From an optimization exercise on the open Yosys and OpenROAD flow, aimed at small area and a short achievable clock period; shortcuts taken in it are not production practice. In this exercise RTL edits were held to simulation tests only and were not proved equivalent to the original. Power figures rest on the tool's default switching activity, not on a simulated workload.

===== design/flow/run.sh =====
#!/bin/bash
# synth_recipe.tcl (not shown) runs the flow's synth.tcl, then flattens the netlist and writes it again
# the make line also repeats each setting of config.mk as NAME=value (left out here)
make -C /OpenROAD-flow-scripts/flow DESIGN_CONFIG=/design/flow/config.mk WORK_HOME=/design/flow/orfs CLKGATE_MAP_FILE= SYNTH_SCRIPT=/design/flow/synth_recipe.tcl finish

===== design/flow/config.mk =====
export PLATFORM = sky130hd
export DESIGN_NAME = mem_responder
export DESIGN_NICKNAME = mem_responder
export VERILOG_FILES = /design/flow/design.v
export SDC_FILE = /design/flow/constraint.sdc
export NUM_CORES = 4
export LEC_CHECK = 0
export CAP_MARGIN = 20
export CORE_MARGIN = 2
export CORE_UTILIZATION = 65
export CTS_CLUSTER_DIAMETER = 100
export CTS_CLUSTER_SIZE = 30
export SETUP_SLACK_MARGIN = 2.5
export SLEW_MARGIN = 20
export SYNTH_HIERARCHICAL = 1
export SYNTH_MEMORY_MAX_BITS = 8192

===== design/flow/constraint.sdc =====
create_clock -name core_clock -period 5.0 [get_ports {clk}]
set_input_delay 1.0000 -clock core_clock [delete_from_list [all_inputs] [get_ports {clk}]]
set_output_delay 1.0000 -clock core_clock [all_outputs]
set_load 0.01 [all_outputs]

===== design/flow/design.v =====
package cpu_mem_pkg;
  localparam int WORD_W      = 16;   
  localparam int ADDR_W      = 16;   
  localparam int LATENCY_DEF = 4;    
  localparam int CNT_W       = 4;    
  typedef logic [WORD_W-1:0] word_t;
  typedef enum logic {
    IDLE = 1'b0,
    WAIT = 1'b1
  } state_t;
endpackage
module lat_counter #(
  parameter int W = 4
) (
  input  logic         clk,
  input  logic         rst_n,
  input  logic         load,
  input  logic [W-1:0] load_value,
  input  logic         run,
  output logic         zero
);
  logic [W-1:0] cnt;
  always_ff @(posedge clk or negedge rst_n) begin
    if (!rst_n) begin
      cnt <= '0;
    end else if (load) begin
      cnt <= load_value;
    end else if (run && (cnt != '0)) begin
      cnt <= cnt - 1'b1;
    end
  end
  assign zero = (cnt == '0);
endmodule
module mem_responder #(
  parameter int LATENCY    = cpu_mem_pkg::LATENCY_DEF,   
  parameter int DEPTH_LOG2 = 8              
) (
  input  logic                clk,
  input  logic                rst_n,
  input  logic                enable,
  input  logic                wr,
  input  logic [cpu_mem_pkg::ADDR_W-1:0] addr,
  input  logic [cpu_mem_pkg::WORD_W-1:0] data_in,
  output logic [cpu_mem_pkg::WORD_W-1:0] data_out,
  output logic                ready,
  output logic                busy,
  output logic                valid
);
  localparam int W      = cpu_mem_pkg::WORD_W;
  localparam int NRING  = (1 << DEPTH_LOG2) / 4;
  localparam int RB     = DEPTH_LOG2 - 2;    
  localparam int GB     = 4;                 
  localparam int NG     = NRING >> GB;       
  localparam int GS     = 1 << GB;           
  logic [2:0]  st, st_nx;
  logic        idle_q;
  logic        complete;
  logic        idle_nx;
  assign complete = st[2];
  assign idle_nx  = idle_q ? ~enable : complete;
  assign st_nx    = idle_nx ? 3'd0 : st + 3'd1;
  always_ff @(posedge clk or negedge rst_n) begin
    if (!rst_n) begin
      st     <= 3'd0;
      idle_q <= 1'b1;
      ready  <= 1'b1;
      busy   <= 1'b0;
      valid  <= 1'b0;
    end else begin
      valid  <= complete;
      ready  <= idle_nx;
      busy   <= ~idle_nx;
      st     <= st_nx;
      idle_q <= (st_nx == 3'd0);
    end
  end
  logic [2:0] phase;
  logic [2:0] phase_nx;
  assign phase_nx = phase + 3'd1;
  always_ff @(posedge clk) phase <= phase_nx;
  logic [DEPTH_LOG2-1:0] lat_addr;
  logic [W-1:0]          lat_data;
  logic                  lat_wr;
  logic [GS-1:0]         sel_lo_q, sel_lo_d, sel_lo_n;
  logic [NG-1:0]         sel_hi_q, sel_hi_d;
  logic [W-1:0]          rd_word;
  logic                  rd_take;
  for (genvar i = 0; i < GS; i++) begin : g_slo
    assign sel_lo_d[i] = (addr[GB+2:3] != GB'(i));
  end
  for (genvar i = 0; i < NG; i++) begin : g_shi
    assign sel_hi_d[i] = (addr[DEPTH_LOG2:GB+3] != (RB-GB)'(i));
  end
  assign sel_lo_n = idle_q ? sel_lo_d : sel_lo_q;
  always_ff @(posedge clk) begin
    if (idle_q) begin
      lat_addr <= addr[DEPTH_LOG2:1];
      lat_data <= data_in;
      lat_wr   <= wr;
      sel_lo_q <= sel_lo_d;
      sel_hi_q <= sel_hi_d;
    end else if (rd_take) begin
      lat_data <= rd_word;
    end
  end
  logic                  pend_v, pend_v_nx;
  logic [DEPTH_LOG2-1:0] pend_addr, pend_addr_nx;
  logic [W-1:0]          pend_data;
  logic                  commit_q, commit_nx;
  logic [GS-1:0]         wr_lo_q;
  logic [NG-1:0]         wr_hi_q;
  logic [W-1:0]          wdata_n;
  assign pend_v_nx    = (complete & lat_wr) | (pend_v & ~commit_q);
  assign pend_addr_nx = (complete & lat_wr) ? lat_addr : pend_addr;
  assign commit_nx    = pend_v_nx & ((pend_addr_nx[1:0] + phase_nx[1:0]) == 2'd0);
  assign wdata_n = ~(pend_data ^ {W{phase_nx[2]}});
  always_ff @(posedge clk) begin
    pend_v    <= pend_v_nx;
    pend_addr <= pend_addr_nx;
    commit_q  <= commit_nx;
    for (int i = 0; i < GS; i++)
      wr_lo_q[i] <= commit_nx & (pend_addr_nx[GB+1:2] == GB'(i));
    for (int i = 0; i < NG; i++)
      wr_hi_q[i] <= (pend_addr_nx[DEPTH_LOG2-1:GB+2] == (RB-GB)'(i));
    if (complete && lat_wr) pend_data <= lat_data;
  end
  logic [W-1:0] s0 [NRING];
  logic [W-1:0] s1 [NRING];
  logic [W-1:0] s2 [NRING];
  logic [W-1:0] s3 [NRING];
  logic [W-1:0] s1_nx [NRING];
  logic [NRING-1:0] wen, wen_n;
  for (genvar r = 0; r < NRING; r++) begin : g_ring
    assign wen[r]   = wr_lo_q[r % GS] & wr_hi_q[r / GS];
    assign wen_n[r] = ~wen[r];
    for (genvar b = 0; b < W; b++) begin : g_bit
      mr_mux_inv u_wr (
        .s_n (wen_n[r]),
        .a   (wdata_n[b]),
        .s   (wen[r]),
        .b   (s0[r][b]),
        .y   (s1_nx[r][b])
      );
    end
    always_ff @(posedge clk) begin
      s1[r] <= s1_nx[r];
      s2[r] <= s1[r];
      s3[r] <= s2[r];
      s0[r] <= s3[r];
    end
  end
  logic [W-1:0] grp [NG];
  logic [W-1:0] tap;
  logic [2:0]   phase_m3;
  logic         at_tap;
  logic         fwd;
  logic [W-1:0] rd_next;
  for (genvar g = 0; g < NG; g++) begin : g_grp
    logic [W-1:0] grp_d;
    for (genvar b = 0; b < W; b++) begin : g_col
      logic [GS-1:0] col;
      for (genvar r = 0; r < GS; r++) begin : g_r
        assign col[r] = s3[g*GS+r][b];
      end
      mr_read_col #(.N(GS)) u_col (
        .d      (col),
        .sel_n  (sel_lo_n),
        .y      (grp_d[b])
      );
    end
    always_ff @(posedge clk) grp[g] <= grp_d;
  end
  for (genvar b = 0; b < W; b++) begin : g_tap
    logic [NG-1:0] col;
    for (genvar g = 0; g < NG; g++) begin : g_g
      assign col[g] = grp[g][b];
    end
    mr_read_col #(.N(NG)) u_col (
      .d      (col),
      .sel_n  (sel_hi_q),
      .y      (tap[b])
    );
  end
  assign phase_m3 = phase - 3'd3;
  assign at_tap   = ((lat_addr[1:0] + phase[1:0]) == 2'd0);
  assign fwd      = pend_v & (pend_addr == lat_addr);
  assign rd_word  = fwd ? pend_data : (tap ^ {W{phase_m3[2]}});
  assign rd_take  = at_tap & ~lat_wr;
  assign rd_next  = at_tap ? rd_word : lat_data;
  always_ff @(posedge clk or negedge rst_n) begin
    if (!rst_n) begin
      data_out <= '0;
    end else if (complete && !lat_wr) begin
      data_out <= rd_next;
    end
  end
endmodule
module mr_mux_inv (
  input  logic s_n,
  input  logic a,
  input  logic s,
  input  logic b,
  output logic y
);
  assign y = ~((s_n | a) & (s | b));
endmodule
module mr_read_col #(
  parameter int N = 16
) (
  input  logic [N-1:0] d,
  input  logic [N-1:0] sel_n,
  output logic         y
);
  logic [N/2-1:0] pair;
  for (genvar i = 0; i < N/2; i++) begin : g_pair
    mr_mux_inv u_pair (
      .s_n (d[2*i]),
      .a   (sel_n[2*i]),
      .s   (d[2*i+1]),
      .b   (sel_n[2*i+1]),
      .y   (pair[i])
    );
  end
  if (N == 16) begin : g_16
    logic [1:0] q;
    mr_nor4  u_q0 (.a(pair[0]), .b(pair[1]), .c(pair[2]), .d(pair[3]), .y(q[0]));
    mr_nor4  u_q1 (.a(pair[4]), .b(pair[5]), .c(pair[6]), .d(pair[7]), .y(q[1]));
    mr_nand2 u_y  (.a(q[0]), .b(q[1]), .y(y));
  end else begin : g_4
    logic q;
    mr_nor2  u_q  (.a(pair[0]), .b(pair[1]), .y(q));
    assign y = ~q;
  end
endmodule
module mr_nor4 (
  input  logic a, b, c, d,
  output logic y
);
  assign y = ~(a | b | c | d);
endmodule
module mr_nor2 (
  input  logic a, b,
  output logic y
);
  assign y = ~(a | b);
endmodule
module mr_nand2 (
  input  logic a, b,
  output logic y
);
  assign y = ~(a & b);
endmodule

==> impl_results.md, run 1 <==
- Critical-path maximum fanout: 17
- CTS Buf Count: 160
- Sw power: 18.3 mW
- Detailed Place HPWL: 140000 µm
- # DRC: 0
- Die Span Y: 397 µm
- First-pass GRT wire length: 352000 µm
- Clk root buf: clkbuf_16
- DIE AREA: 0.158 mm²
- Wire length per cell: 27.7 µm
- Core Footprint: 0.154 mm²
- Synth warn: 18
- Endpoints failing setup: 0
- Achievable frequency: 395 MHz
- Critical Path Sink Type: flip-flop
- Largest net degree at the start of global routing: 57
- EDFF count, synth: 45
- Internal Power: 49.6 mW
- DRT iter0 DRCs: 4713
- Clk slew on worst S/H paths: 0.12 ns
- Top-count cell post-synth: dfxtp_1
- Final WL: 248000 µm
- Syn avg cell area: 15.4 µm²
- Combinational share of power: 14.6%
- Worst Tran Pin Value: 1.06 ns
- Layout area overhead: 11.6%
- Yosys top cell area share: 83.9%
- Min cycle time layout: 2.53 ns
- First-pass DRT Iterations: 6
- Setup_tns: 0 ns
- RSZ-0062 raised after global routing: yes
- Power density over the cells: 606 mW/mm²
- Chip width: 397 µm
- Clk pwr share: 23.0%
- Worst setup SP type: flip-flop
- Rel. slew slack: 29.6%
- Vias in the first global route: 51.3k
- Synth cell count leaders: dfxtp_1, o22ai_1, nand2_1
- Switching fraction of total power: 26.9%
- Nets: 6930
- Cells after synthesis: 6505
- Initial antenna violation count: 8
- Lkg Pwr: 44.3 nW
- Diodes inserted: 0
- Peak supply drop: 0.486 mV
- Vias: 52.9k
- Critical path's largest stage delay: 0.79 ns
- Cell area after synthesis: 0.100 mm²
- CP Data Arrival Time: 3.24 ns
- ANT nets after route: 0
- Dpl ws: 1.07 ns
- Starting Density: 65.3%
- Layout cell share with drive strength beyond 1: 10.2%
- CTS tree: done
- Hold Path Class: flip-flop to flip-flop
- Most area-hungry cell type in the Yosys netlist: dfxtp_1
- Gpl congestion: 0.866
- Clock tree buffer depth: 3
- Worst setup margin: 2.47 ns
- Post-layout instance area: 0.112 mm²
- Port buffer count: 46
- Seq pwr share: 62.4%
- Yosys reg bits: 4277
- Clock sinks: 4277
- Vias per std cell: 5.90
- Sequential area share after synthesis: 85.8%
- Final Skew: 0.0315 ns
- Post-DP Area: 0.106 mm²
- Slowest CP cell: nand2_1
- Crit share post-route: 50.6%
- Slew Viols, Final: 0
- Status: timing/DRC/antenna clean
- Clock Latency Late Sink: 0.83 ns
- Setup CP Type: flip-flop to flip-flop
- I/O pin cnt: 55
- # Max-Cap Violations: 0
- Std cell rows: 144
- Hold Fails Final Rpt: 0
- Ys async rst share: 0.538%
- Ys flop type: dfxtp_1
- CTS H-tree depth: 4
- Cell Chain, Critical Path: nand2_1, clkinvlp_4, o22ai_1
- Final core occ: 72.9%
- Yosys cell types: 42
- Fill count: 9973
- Req. time, crit path: 5.71 ns
- Ranking of synthesized cells by area: dfxtp_1, o22ai_1, nor4_2
- Total gr overflow: 0
- Mapped Nets: 6545
- GRT Util Overall: 30.6%
[metal layers]
| metal | GRT usage [%] | share of wire [%] |
|---|---|---|
| met4 | 9.89 | 3.3 |
| met1 | 47.5 | 47 |
| met3 | 4.57 | 6.5 |
| met5 | 0 | 0.012 |
| met2 | 44.1 | 43 |
[placed cells by master (no fill, tap or decap), types with 3 or more instances in the layout]
cell type / netlist / final
inv_1: 91 / 74
nor4_4: 0 / 73
buf_12: 0 / 34
nand3b_1: 16 / 16
ha_1: 4 / 4
a31oi_1: 32 / 16
a31oi_4: 0 / 16
o31ai_1: 32 / 32
buf_16: 0 / 17
o22ai_1: 1568 / 1486
buf_2: 7 / 9
nor3_1: 21 / 21
clkbuf_16: 0 / 172
clkinv_8: 0 / 6
inv_6: 0 / 5
bufbuf_16: 0 / 3
a22oi_1: 16 / 16
buf_4: 5 / 136
edfxtp_1: 45 / 45
nor2b_4: 0 / 3
dlygate4sd2_1: 0 / 3
mux2i_1: 6 / 6
nand2_2: 1 / 8
xnor2_1: 41 / 25
nor4_2: 128 / 55
xnor2_4: 0 / 16
clkbuf_1: 19 / 12
o2111ai_2: 0 / 4
dfrtp_2: 0 / 8
clkinvlp_4: 0 / 17
nand2b_1: 6 / 6
nor2_1: 53 / 51
o22ai_2: 0 / 82
dfxtp_1: 4209 / 4207
nand2_1: 148 / 140
clkdlybuf4s50_1: 0 / 23
dfrtp_1: 21 / 13
buf_6: 0 / 17
[logic make-up (layout without fill, tap and decap cells)]
kind of cell,Yosys count,count (layout),share of synthesized area [%]
xor gates and xnor gates,44,45,0.414
AOI/OAI and AO/OA,1659,1659,10.4
buffers and inverters,125,534,0.496
and+or+nand+nor,389,389,2.71
muxes,7,7,0.0710
adders and majority gates,4,4,0.0498
DFF,4277,4277,85.8
[power by group through the flow]
stage               logic, mW  registers (mW)  clock network (mW)
floorplan                4.64            42.0                   0
global placement         8.03            43.0                   0
detailed placement       8.14            43.1                   0
CTS                      9.25            42.3                15.8
global route             10.2            42.9                17.0
finish                   9.89            42.4                15.7
[flip-flops by register name (all words and copies together), names as in the netlist, 3 cells and up]
register and flops:
pend_data 16, sel_lo_q 16, s2 1024, s0 1024
data_out 16, pend_addr 8, lat_addr 8, s3 1024
wr_hi_q 4, sel_hi_q 4, phase 3, grp 64
lat_data 16, wr_lo_q 16, s1 1024, st 3
[per-stage QoR]
stage / hold WS [ns] / instances / power [mW]
floorplan: 0.310 / 6505 / 46.7
global placement: 0.310 / 8694 / 51.0
detailed placement: 0.312 / 8694 / 51.3
CTS: 0.313 / 8939 / 67.4
global route: 0.317 / 8959 / 70.0
finish: 0.316 / 8959 / 67.9
[worst max-delay path: cells and delay by family (launching register included)]
family,cells,cell delay [ns]
AND/OR/NAND/NOR,1,0.79
buffers and inverters,1,0.69
flip-flops,1,0.56
AO/OA/AOI/OAI,1,0.34
[path summary, 6_finish.rpt]
| check | start | end | slack, ns | depth (start not counted) |
|---|---|---|---|---|
| worst max register to register | wr_lo_q[13] | s1[29][0] | 2.47 | 3 |
| worst max-delay path | wr_lo_q[13] | s1[29][0] | 2.47 | 3 |
| max in group asynchronous | rst_n | data_out[8] | 4.12 | 2 |
| worst min-delay path | s1[7][2] | s2[7][2] | 0.32 | 0 |
| min in group asynchronous | rst_n | busy | 0.54 | 2 |
| worst min register to register | s1[7][2] | s2[7][2] | 0.32 | 0 |
[Yosys stat by module (local to each module, per instance), excerpt]
module | area, µm² | copies in the design | flip-flops and latches | cells
mr_nor2 | 3.75 | 16 | 0 | 1
mr_nand2 | 3.75 | 64 | 0 | 1
mr_mux_inv | 6.26 | 1568 | 0 | 1
mr_nor4 | 12.5 | 128 | 0 | 1
mem_responder | 88600 | 1 | 4277 | 4713
[area by class of cell]
cell class	instances	area (µm²)	area share (%)
sequential	4277	86200	76.9
multi-input combinational	2104	15500	13.9
clock buffer	175	4120	3.68
timing repair buffer	256	3050	2.72
tap	2044	2560	2.28
inverter	91	405	0.362
clock inverter	12	171	0.153
[repair_timing]
action / 4_1_cts / 5_1_grt
setup endpoints to repair: 992 / 197
gates cloned: 13 / 9
gates resized for setup: 175 / 62
pin swaps: 25 / 31
hold buffers: 0 / 0
setup buffers: 45 / 11
==> run 2, diff against run 1 <==
--- a/design/flow/config.mk
+++ b/design/flow/config.mk
@@ -9,5 +9,6 @@
 export CORE_MARGIN = 2
-export CORE_UTILIZATION = 65
+export CORE_UTILIZATION = 75
 export CTS_CLUSTER_DIAMETER = 100
 export CTS_CLUSTER_SIZE = 30
+export PLACE_DENSITY = 0.8
 export SETUP_SLACK_MARGIN = 2.5
==> run 2 against run 1 <==
  * Critical endpoint is now grp[2][2]
  * Count of clock-buffer cells in the layout increased by 5
  * Core utilization increased by 12 points
  * Sequential power increased by 0.9%
  * Cell area increased by 0.74%
  * Critical path type unchanged
==> impl_results.md, run 2 <==
- Clock tree buffer depth: 3 (unchanged)
- EDFF count, synth: 45 (unchanged)
- Placed insts: 8420 (was 8694)
- Post-layout instance area: 0.113 mm² (was 0.112 mm²)
- Total gr overflow: 0 (unchanged)
- CTS Buf Count: 160 (unchanged)
- # Max-Cap Violations: 0 (unchanged)
- ANT nets after route: 0 (unchanged)
- Nets: 6993 (was 6930)
- Clk root buf: clkbuf_16 (unchanged)
- Critical-path maximum fanout: 15 (was 17)
- Vias in the first global route: 57.6k (was 51.3k)
- Status: timing/DRC/antenna clean (unchanged)
- Sw power: 19.9 mW (was 18.3 mW)
- Mapped Nets: 6545 (unchanged)
- GRT Util Overall: 39.6% (was 30.6%)
- Yosys reg bits: 4277 (unchanged)
- Fill count: 5572 (was 9973)
- Achievable frequency: 354 MHz (was 395 MHz)
- Min cycle time layout: 2.83 ns (was 2.53 ns)
- Post-Layout Cell Count: 8745 (was 8959)
- Setup CP Type: flip-flop to flip-flop (unchanged)
- Peak supply drop: 0.473 mV (was 0.486 mV)
- RSZ-0062 raised after global routing: yes (unchanged)
- CTS H-tree depth: 4 (unchanged)
- Clk pwr share: 22.9% (was 23.0%)
- Core Footprint: 0.133 mm² (was 0.154 mm²)
- Largest delay share family, worst path: simple AND/OR/NAND/NOR gates (unchanged)
- Yosys cell types: 42 (unchanged)
- Clk slew on worst S/H paths: 0.12 ns (about the same)
- Ranking of synthesized cells by area: dfxtp_1, o22ai_1, nor4_2 (unchanged)
- Gpl congestion: 0.916 (was 0.866)
- Hold Fails Final Rpt: 0 (unchanged)
- CTS tree: done (unchanged)
- Synth warn: 18 (unchanged)
- First-pass GRT wire length: 391000 µm (was 352000 µm)
- Ys async rst share: 0.538% (unchanged)
- I/O pin cnt: 55 (unchanged)
- Sequential area share after synthesis: 85.8% (unchanged)
- Layout cell share with drive strength beyond 1: 11.1% (was 10.2%)
- First-pass DRT Iterations: 8 (was 6)
- Vias: 59.0k (was 52.9k)
- Seq pwr share: 61.2% (was 62.4%)
- Ys flop type: dfxtp_1 (unchanged)
- Most frequent cells in the layout: dfxtp_1, o22ai_1, clkbuf_16, buf_4, nand2_1 (was dfxtp_1, o22ai_1, clkbuf_16, nand2_1, buf_4)
- Hold Path Class: flip-flop to flip-flop (unchanged)
- Detailed Place HPWL: 141000 µm (was 140000 µm)
- Port buffer count: 46 (unchanged)
- Yosys top cell area share: 83.9% (unchanged)
- CP Buf/Inv Count: 2 (was 1)
- Top-count cell post-synth: dfxtp_1 (unchanged)
- Die Span Y: 370 µm (was 397 µm)
- Cells after synthesis: 6505 (unchanged)
- Post-DP Area: 0.105 mm² (was 0.106 mm²)
- Internal Power: 50.2 mW (was 49.6 mW)
- Endpoints failing setup: 0 (unchanged)
- Cell Chain, Critical Path: buf_12, nor2_1, a31oi_4, buf_6, o22ai_1, nor4_4, nand2_1 (was nand2_1, clkinvlp_4, o22ai_1)
- Req. time, crit path: 5.72 ns (was 5.71 ns)
- Setup_tns: 0 ns (unchanged)
- Vias per std cell: 6.75 (was 5.90)
- Clock Latency Late Sink: 0.87 ns (was 0.83 ns)
- Chip width: 370 µm (was 397 µm)
- Slew Viols, Final: 0 (unchanged)
- Worst setup SP type: flip-flop (unchanged)
- DIE AREA: 0.137 mm² (was 0.158 mm²)
- Final WL: 297000 µm (was 248000 µm)
- Slowest CP cell: nor4_4 (was nand2_1)
- Clock sinks: 4277 (unchanged)
- Rel. slew slack: 15.8% (was 29.6%)
- Total power: 70.1 mW (was 67.9 mW)
- CP Data Arrival Time: 3.54 ns (was 3.24 ns)
- Largest net degree at the start of global routing: 65 (was 57)
- Lkg Pwr: 44.8 nW (was 44.3 nW)
- Layout area overhead: 12.4% (was 11.6%)
- Cell area after synthesis: 0.100 mm² (unchanged)
- Worst Tran Pin Value: 1.26 ns (was 1.06 ns)
- Commonest non-fill, non-tap cell in the layout: dfxtp_1 (unchanged)
- # DRC: 0 (unchanged)
- Switching fraction of total power: 28.4% (was 26.9%)
- Power density over the cells: 621 mW/mm² (was 606 mW/mm²)
- Final Skew: 0.0367 ns (was 0.0315 ns)
- Most area-hungry cell type in the Yosys netlist: dfxtp_1 (unchanged)
- Crit share post-route: 56.5% (was 50.6%)
- Starting Density: 75.4% (was 65.3%)
- Combinational share of power: 15.9% (was 14.6%)
- Wire length per cell: 34.0 µm (was 27.7 µm)
- Std cell rows: 134 (was 144)
- Critical Path Sink Type: flip-flop (unchanged)
- DRT iter0 DRCs: 8281 (was 4713)
- Synth cell count leaders: dfxtp_1, o22ai_1, nand2_1 (unchanged)
- Critical path's largest stage delay: 0.73 ns (was 0.79 ns)
- Initial antenna violation count: 10 (was 8)
- Syn avg cell area: 15.4 µm² (unchanged)
## run 2: cell count changes in the layout (fill, tap and decap cells not counted), sizes merged
cell	delta
diode	+1
clkinv	-4
clkdlybuf4s15	-1
clkinvlp	-1
clkbuf	+8
buf	+58
dlygate4sd2	+1
dlymetal6s2s	-1
inv	-2
xnor2	+3
## run 2: metrics by stage
step	setup slack (ns)	hold slack, ns	util [%]
final	2.17	0.317	84.8
after detailed placement	0.951	0.312	79.1
after CTS	2.40	0.320	83.8
after floorplan	1.99	0.310	-
after global placement	0.954	0.309	79.1
after global routing	2.24	0.325	84.8
## run 2: worst reg2reg max path: cells and delay by family, from the launching register on
family	cells	cell delay [ns]
flip-flops	1	0.70
buffers and inverters	2	0.46
AND/OR/NAND/NOR	3	0.93
AO/OA/AOI/OAI	2	0.61
## run 2: path summary, 6_finish.rpt
path,start,cells after the start,end,slack [ns]
min reg2reg,s2[22][6],0,s3[22][6],0.32
min in group asynchronous,rst_n,2,st[0],0.53
min,s2[22][6],0,s3[22][6],0.32
max reg2reg,idle_q,7,grp[2][2],2.17
max in group asynchronous,rst_n,2,ready,4.16
max,idle_q,7,grp[2][2],2.17
## run 2: layer usage
metal / part of all wire [%] / vias to the layer above / routed length, µm / track usage (%)
met1: 36 / 29300 / 107000 / 52.1
li1: - / 24200 / - / -
met3: 11 / 1180 / 32600 / 8.27
met4: 7.9 / 8 / 23400 / 24.2
met5: 0.013 / - / 40 / 0
met2: 45 / 4320 / 134000 / 61.0
## run 2: area by class of cell
cell class	instances	area, µm²	area share [%]
clock inverter	5	66.3	0.0587
tap	1768	2210	1.96
timing repair buffer	316	3990	3.54
antenna	1	2.50	0.00222
sequential	4277	86200	76.4
multi-input combinational	2107	15800	14.0
inverter	91	402	0.356
clock buffer	180	4230	3.75
## run 2: cell families after synthesis
family          share of synthesized area, %
flops                                   85.8
compound gates                          10.4
simple gates                            2.71
buf+inv                                0.496
xor+xnor                               0.414
mux                                   0.0710
fa+ha+maj                             0.0498
## run 2: Yosys stat by module, one instance, submodules excluded, excerpt
module | copies in the design | flip-flops and latches | cells
mr_nand2 | 64 | 0 | 1
mr_mux_inv | 1568 | 0 | 1
mr_nor2 | 16 | 0 | 1
mem_responder | 1 | 4277 | 4713
mr_nor4 | 128 | 0 | 1
## run 2: what timing repair did
action,CTS,global route
endpoints found under the hold margin,0,0
setup buffers,60,46
hold buffers,0,0
pin swaps,28,50
gates resized for setup,208,104
gates cloned,20,13
setup endpoints to repair,1040,422
## run 2: power by group through the flow
| stage | Clock, mW | Sequential, mW | Combinational [mW] |
|---|---|---|---|
| CTS | 15.6 | 42.5 | 9.62 |
| global placement | 0 | 42.8 | 8.00 |
| global route | 17.0 | 43.1 | 11.2 |
| finish | 16.0 | 42.8 | 11.2 |
| floorplan | 0 | 42.0 | 4.64 |
| detailed placement | 0 | 43.1 | 8.24 |
==> run 3, diff against run 2 <==
--- a/design/flow/design.v
+++ b/design/flow/design.v
@@ -83,3 +83,3 @@
   logic                  lat_wr;
-  logic [GS-1:0]         sel_lo_q, sel_lo_d, sel_lo_n;
+  logic [GS-1:0]         sel_lo_q, sel_lo_d;
   logic [NG-1:0]         sel_hi_q, sel_hi_d;
@@ -93,3 +93,2 @@
   end
-  assign sel_lo_n = idle_q ? sel_lo_d : sel_lo_q;
   always_ff @(posedge clk) begin
@@ -133,4 +132,4 @@
   for (genvar r = 0; r < NRING; r++) begin : g_ring
-    assign wen[r]   = wr_lo_q[r % GS] & wr_hi_q[r / GS];
-    assign wen_n[r] = ~wen[r];
+    mr_and2  u_wen   (.a(wr_lo_q[r % GS]), .b(wr_hi_q[r / GS]), .y(wen[r]));
+    mr_nand2 u_wen_n (.a(wr_lo_q[r % GS]), .b(wr_hi_q[r / GS]), .y(wen_n[r]));
     for (genvar b = 0; b < W; b++) begin : g_bit
@@ -158,3 +157,10 @@
   for (genvar g = 0; g < NG; g++) begin : g_grp
-    logic [W-1:0] grp_d;
+    logic [W-1:0]  grp_d;
+    logic [GS-1:0] sel_lo_n;
+    mr_sel_mux #(.N(GS)) u_sel (
+      .st  (st),
+      .d   (sel_lo_d),
+      .q   (sel_lo_q),
+      .y   (sel_lo_n)
+    );
     for (genvar b = 0; b < W; b++) begin : g_col
@@ -246,2 +252,18 @@
 endmodule
+module mr_and2 (
+  input  logic a, b,
+  output logic y
+);
+  assign y = a & b;
+endmodule
+module mr_sel_mux #(
+  parameter int N = 16
+) (
+  input  logic [2:0]   st,
+  input  logic [N-1:0] d,
+  input  logic [N-1:0] q,
+  output logic [N-1:0] y
+);
+  assign y = (st == 3'd0) ? d : q;
+endmodule
 module mr_nand2 (
--- a/design/flow/config.mk
+++ b/design/flow/config.mk
@@ -9,6 +9,5 @@
 export CORE_MARGIN = 2
-export CORE_UTILIZATION = 75
+export CORE_UTILIZATION = 65
 export CTS_CLUSTER_DIAMETER = 100
 export CTS_CLUSTER_SIZE = 30
-export PLACE_DENSITY = 0.8
 export SETUP_SLACK_MARGIN = 2.5
==> run 3 against run 2 <==
  * Global-route usage decreased by 9.9 points
  * Sequential power down 1%
  * Sequential cell count unchanged
  * Largest power group unchanged
  * Combinational power shrank 24%
  * Fmax rose by 4.8%
  * Still clean
  * Clock skew down 0.0080 ns
  * Synthesized cell count increased by 2.4%
  * Total power decreased by 5.2%
  * Core utilization fell by 14 points
  * Via count is 9.7% lower
  * Clock power fell by 3%
  * First-iteration DRC count decreased by 43%
==> impl_results.md, run 3 <==
- Status: timing/DRC/antenna clean (unchanged)
- Die Span Y: 400 µm (was 370 µm)
- Hold Path Class: input port to async pin (was flip-flop to flip-flop)
- I/O pin cnt: 55 (unchanged)
- # Max-Cap Violations: 0 (unchanged)
- Yosys top cell area share: 82.2% (was 83.9%)
- Worst r2r dst: lat_data[9] (was grp[2][2])
- Wire length per cell: 27.1 µm (was 34.0 µm)
- Most area-hungry cell type in the Yosys netlist: dfxtp_1 (unchanged)
- Post-layout instance area: 0.111 mm² (was 0.113 mm²)
- Slew Viols, Final: 0 (unchanged)
- Post-DP Area: 0.106 mm² (was 0.105 mm²)
- Crit share post-route: 53.9% (was 56.5%)
- Clock tree buffer depth: 3 (unchanged)
- Rel. slew slack: 23.9% (was 15.8%)
- Synth warn: 18 (unchanged)
- Detailed Place HPWL: 143000 µm (was 141000 µm)
- GRT Util Overall: 29.7% (was 39.6%)
- Layout area overhead: 8.79% (was 12.4%)
- Final Skew: 0.0287 ns (was 0.0367 ns)
- Std cell rows: 145 (was 134)
- Critical Path Sink Type: flip-flop (unchanged)
- # DRC: 0 (unchanged)
- Slowest CP cell: o22ai_1 (was nor4_4)
- Most frequent cells in the layout: dfxtp_1, o22ai_1, clkbuf_16, nand2_1, nor4_2 (was dfxtp_1, o22ai_1, clkbuf_16, buf_4, nand2_1)
- Synth cell count leaders: dfxtp_1, o22ai_1, nand2_1 (unchanged)
- Crit path top cell by count: nand2_1
- Chip width: 400 µm (was 370 µm)
- Cell area after synthesis: 0.102 mm² (was 0.100 mm²)
- Top-count cell post-synth: dfxtp_1 (unchanged)
- Internal reg-to-reg setup slack: 2.41 ns (was 2.17 ns)
- Vias in the first global route: 52.3k (was 57.6k)
- RSZ-0062 raised after global routing: yes (unchanged)
- Clock Latency Late Sink: 0.82 ns (was 0.87 ns)
- CTS H-tree depth: 4 (unchanged)
- Min cycle time layout: 2.70 ns (was 2.83 ns)
- Clk root buf: clkbuf_16 (unchanged)
- CTS tree: done (unchanged)
- Cell Chain, Critical Path: dlygate4sd2_1, nor2b_2, nand2_1, mux2_4, o22ai_1, nor4_2, nand2_1 (was buf_12, nor2_1, a31oi_4, buf_6, o22ai_1, nor4_4, nand2_1)
- Initial antenna violation count: 7 (was 10)
- Final WL: 244000 µm (was 297000 µm)
- CP Data Arrival Time: 3.46 ns (was 3.54 ns)
- Reg2Reg Depth: 6 (was 7)
- Starting Density: 65.4% (was 75.4%)
- Lkg Pwr: 43.1 nW (was 44.8 nW)
- Mapped Nets: 6702 (was 6545)
- Worst setup SP type: input port (was flip-flop)
- Endpoints failing setup: 0 (unchanged)
- Ys async rst share: 0.538% (unchanged)
- DIE AREA: 0.160 mm² (was 0.137 mm²)
- Sequential area share after synthesis: 84.5% (was 85.8%)
- Commonest non-fill, non-tap cell in the layout: dfxtp_1 (unchanged)
- CTS Buf Count: 160 (unchanged)
- Port buffer count: 46 (unchanged)
- Critical path's largest stage delay: 0.51 ns (was 0.73 ns)
- Power density over the cells: 597 mW/mm² (was 621 mW/mm²)
- Clock sinks: 4277 (unchanged)
- Ys flop type: dfxtp_1 (unchanged)
- DRT iter0 DRCs: 4723 (was 8281)
- Gpl congestion: 0.913 (was 0.916)
- First-pass DRT Iterations: 6 (was 8)
- Worst Tran Pin Value: 1.14 ns (was 1.26 ns)
- Peak supply drop: 0.494 mV (was 0.473 mV)
- Largest net degree at the start of global routing: 65 (unchanged)
- Critical-path maximum fanout: 16 (was 15)
- Hold Fails Final Rpt: 0 (unchanged)
- Nets: 6952 (was 6993)
- Clk slew on worst S/H paths: 0.12 ns (about the same)
- Cells after synthesis: 6662 (was 6505)
- Layout cell share with drive strength beyond 1: 8.16% (was 11.1%)
- Yosys reg bits: 4277 (unchanged)
- First-pass GRT wire length: 352000 µm (was 391000 µm)
- Vias per std cell: 5.92 (was 6.75)
- Vias: 53.3k (was 59.0k)
- Yosys cell types: 47 (was 42)
- Achievable frequency: 371 MHz (was 354 MHz)
- Req. time, crit path: 5.76 ns (was 5.72 ns)
- Syn avg cell area: 15.3 µm² (was 15.4 µm²)
- Total power: 66.4 mW (was 70.1 mW)
- Ranking of synthesized cells by area: dfxtp_1, o22ai_1, edfxtp_1 (was dfxtp_1, o22ai_1, nor4_2)
- Core Footprint: 0.156 mm² (was 0.133 mm²)
- EDFF count, synth: 61 (was 45)
- Setup CP Type: input port to flip-flop (was flip-flop to flip-flop)
- Fill count: 10.5k (was 5572)
- ANT nets after route: 0 (unchanged)
- R2r startpoint: sel_hi_q[1] (was idle_q)
- Total gr overflow: 0 (unchanged)
- Setup_tns: 0 ns (unchanged)
## run 3: cell type report
class                           count  area [µm²]  area share, %
Sequential cell                  4277       86400           77.7
Tap cell                         2058        2570           2.32
Inverter                           75         282          0.253
Antenna cell                        7        17.5         0.0158
Clock buffer                      179        4160           3.74
Multi-Input combinational cell   2266       16300           14.6
Clock inverter                     11         163          0.146
Timing Repair Buffer              132        1320           1.19
## run 3: how the worst max path moves through the flow
| stage | from | end | slack [ns] |
|---|---|---|---|
| 5_1_grt | addr[3] | grp[1][0] | 2.43 |
| 2_1_floorplan | phase[0] | s1[0][10] | 2.01 |
| 3_3_place_gp | addr[6] | grp[1][7] | 1.16 |
| 4_1_cts | addr[5] | grp[1][10] | 2.42 |
| 6_report | addr[3] | grp[1][0] | 2.30 |
| 3_5_place_dp | addr[5] | grp[1][10] | 1.12 |
## run 3: through the flow
step | instances | worst slack, ns | util (%) | hold WS [ns]
2_1_floorplan | 6662 | 2.01 | - | 0.310
3_3_place_gp | 8757 | 1.16 | 67.6 | 0.310
3_5_place_dp | 8758 | 1.12 | 67.6 | 0.312
4_1_cts | 8994 | 2.42 | 70.9 | 0.141
5_1_grt | 8998 | 2.43 | 71.1 | 0.186
6_report | 9005 | 2.30 | 71.2 | 0.187
## run 3: metal layers
metal  wire (µm)  vias up  track usage, %
li1            -    24500               -
met1      109000    26700            42.4
met2      109000     1697            45.1
met3       16600      381            5.69
met4        9680        6            11.7
met5          40        -               0
## run 3: cell families after synthesis
| group | after synthesis | synth area share, % |
|---|---|---|
| XOR/XNOR | 44 | 0.409 |
| AO/OA/AOI/OAI | 1674 | 10.5 |
| adder cells (fa/ha/maj) | 4 | 0.0490 |
| flip-flops | 4277 | 84.5 |
| buffers and inverters | 119 | 0.538 |
| multiplexers | 71 | 0.775 |
| AND/OR/NAND/NOR | 473 | 3.22 |
## run 3: Yosys stat by module (local to each module, per instance), excerpt
module | flip-flops and latches | cell area [µm²]
mem_responder | 4277 | 88900
mr_nor4 | 0 | 12.5
mr_nand2 | 0 | 3.75
mr_mux_inv | 0 | 6.26
mr_nor2 | 0 | 3.75
mr_and2 | 0 | 6.26
## run 3: critical path: cells and delay by family
family | cells | cell delay (ns)
simple gates | 4 | 0.93
compound gates | 1 | 0.51
mux | 1 | 0.49
buf+inv | 1 | 0.48
## run 3: repair_timing
action | 4_1_cts | 5_1_grt
setup buffers | 46 | 3
gates resized for setup | 160 | 56
endpoints found under the hold margin | 0 | 0
pin swaps | 9 | 1
hold buffers | 0 | 0
endpoints found under the setup margin | 918 | 105
gates cloned | 0 | 1
## run 3: power by group
group          switching (mW)  internal [mW]
sequential               2.33           39.9
clock                    9.61           6.04
combinational            5.47           3.00

==> what the ideal ports hide <==
No port has a modelled driver above. Below, the same layouts with a new extraction and two added sets of constraints.
Step 1 assumes that a clkbuf_16 drives the clock port and a buf_2 every other input.
Step 2 adds t to the input delays and takes it off the output delays; t is the mean of the earliest and latest rising clock arrival at the registers after step 1. Input paths then give back, and output paths get back, about the clock's delay inside the block.
Slacks: no drivers / after step 1 / after step 2; pairs: no drivers / after step 1.
| run | t, ns | setup slack, ns | clock arrival spread, ns | slew at the worst register clock pin (ns) | pins driven straight from the clock port |
|---|---|---|---|---|---|
| run 1 | 0.893 | 2.470 / 2.413 / 1.736 | 0.033 / 0.033 | 0.12 / 0.12 | 1 |
| run 2 | 0.932 | 2.175 / 2.175 / 1.424 | 0.051 / 0.051 | 0.12 / 0.12 | 1 |
| run 3 | 0.895 | 2.305 / 2.264 / 1.370 | 0.035 / 0.035 | 0.12 / 0.12 | 1 |
After both steps setup and hold are still met in every run listed. The setup slack of run 3, which loses most, moves by -0.041 ns with the drivers and by -0.935 ns with both steps.
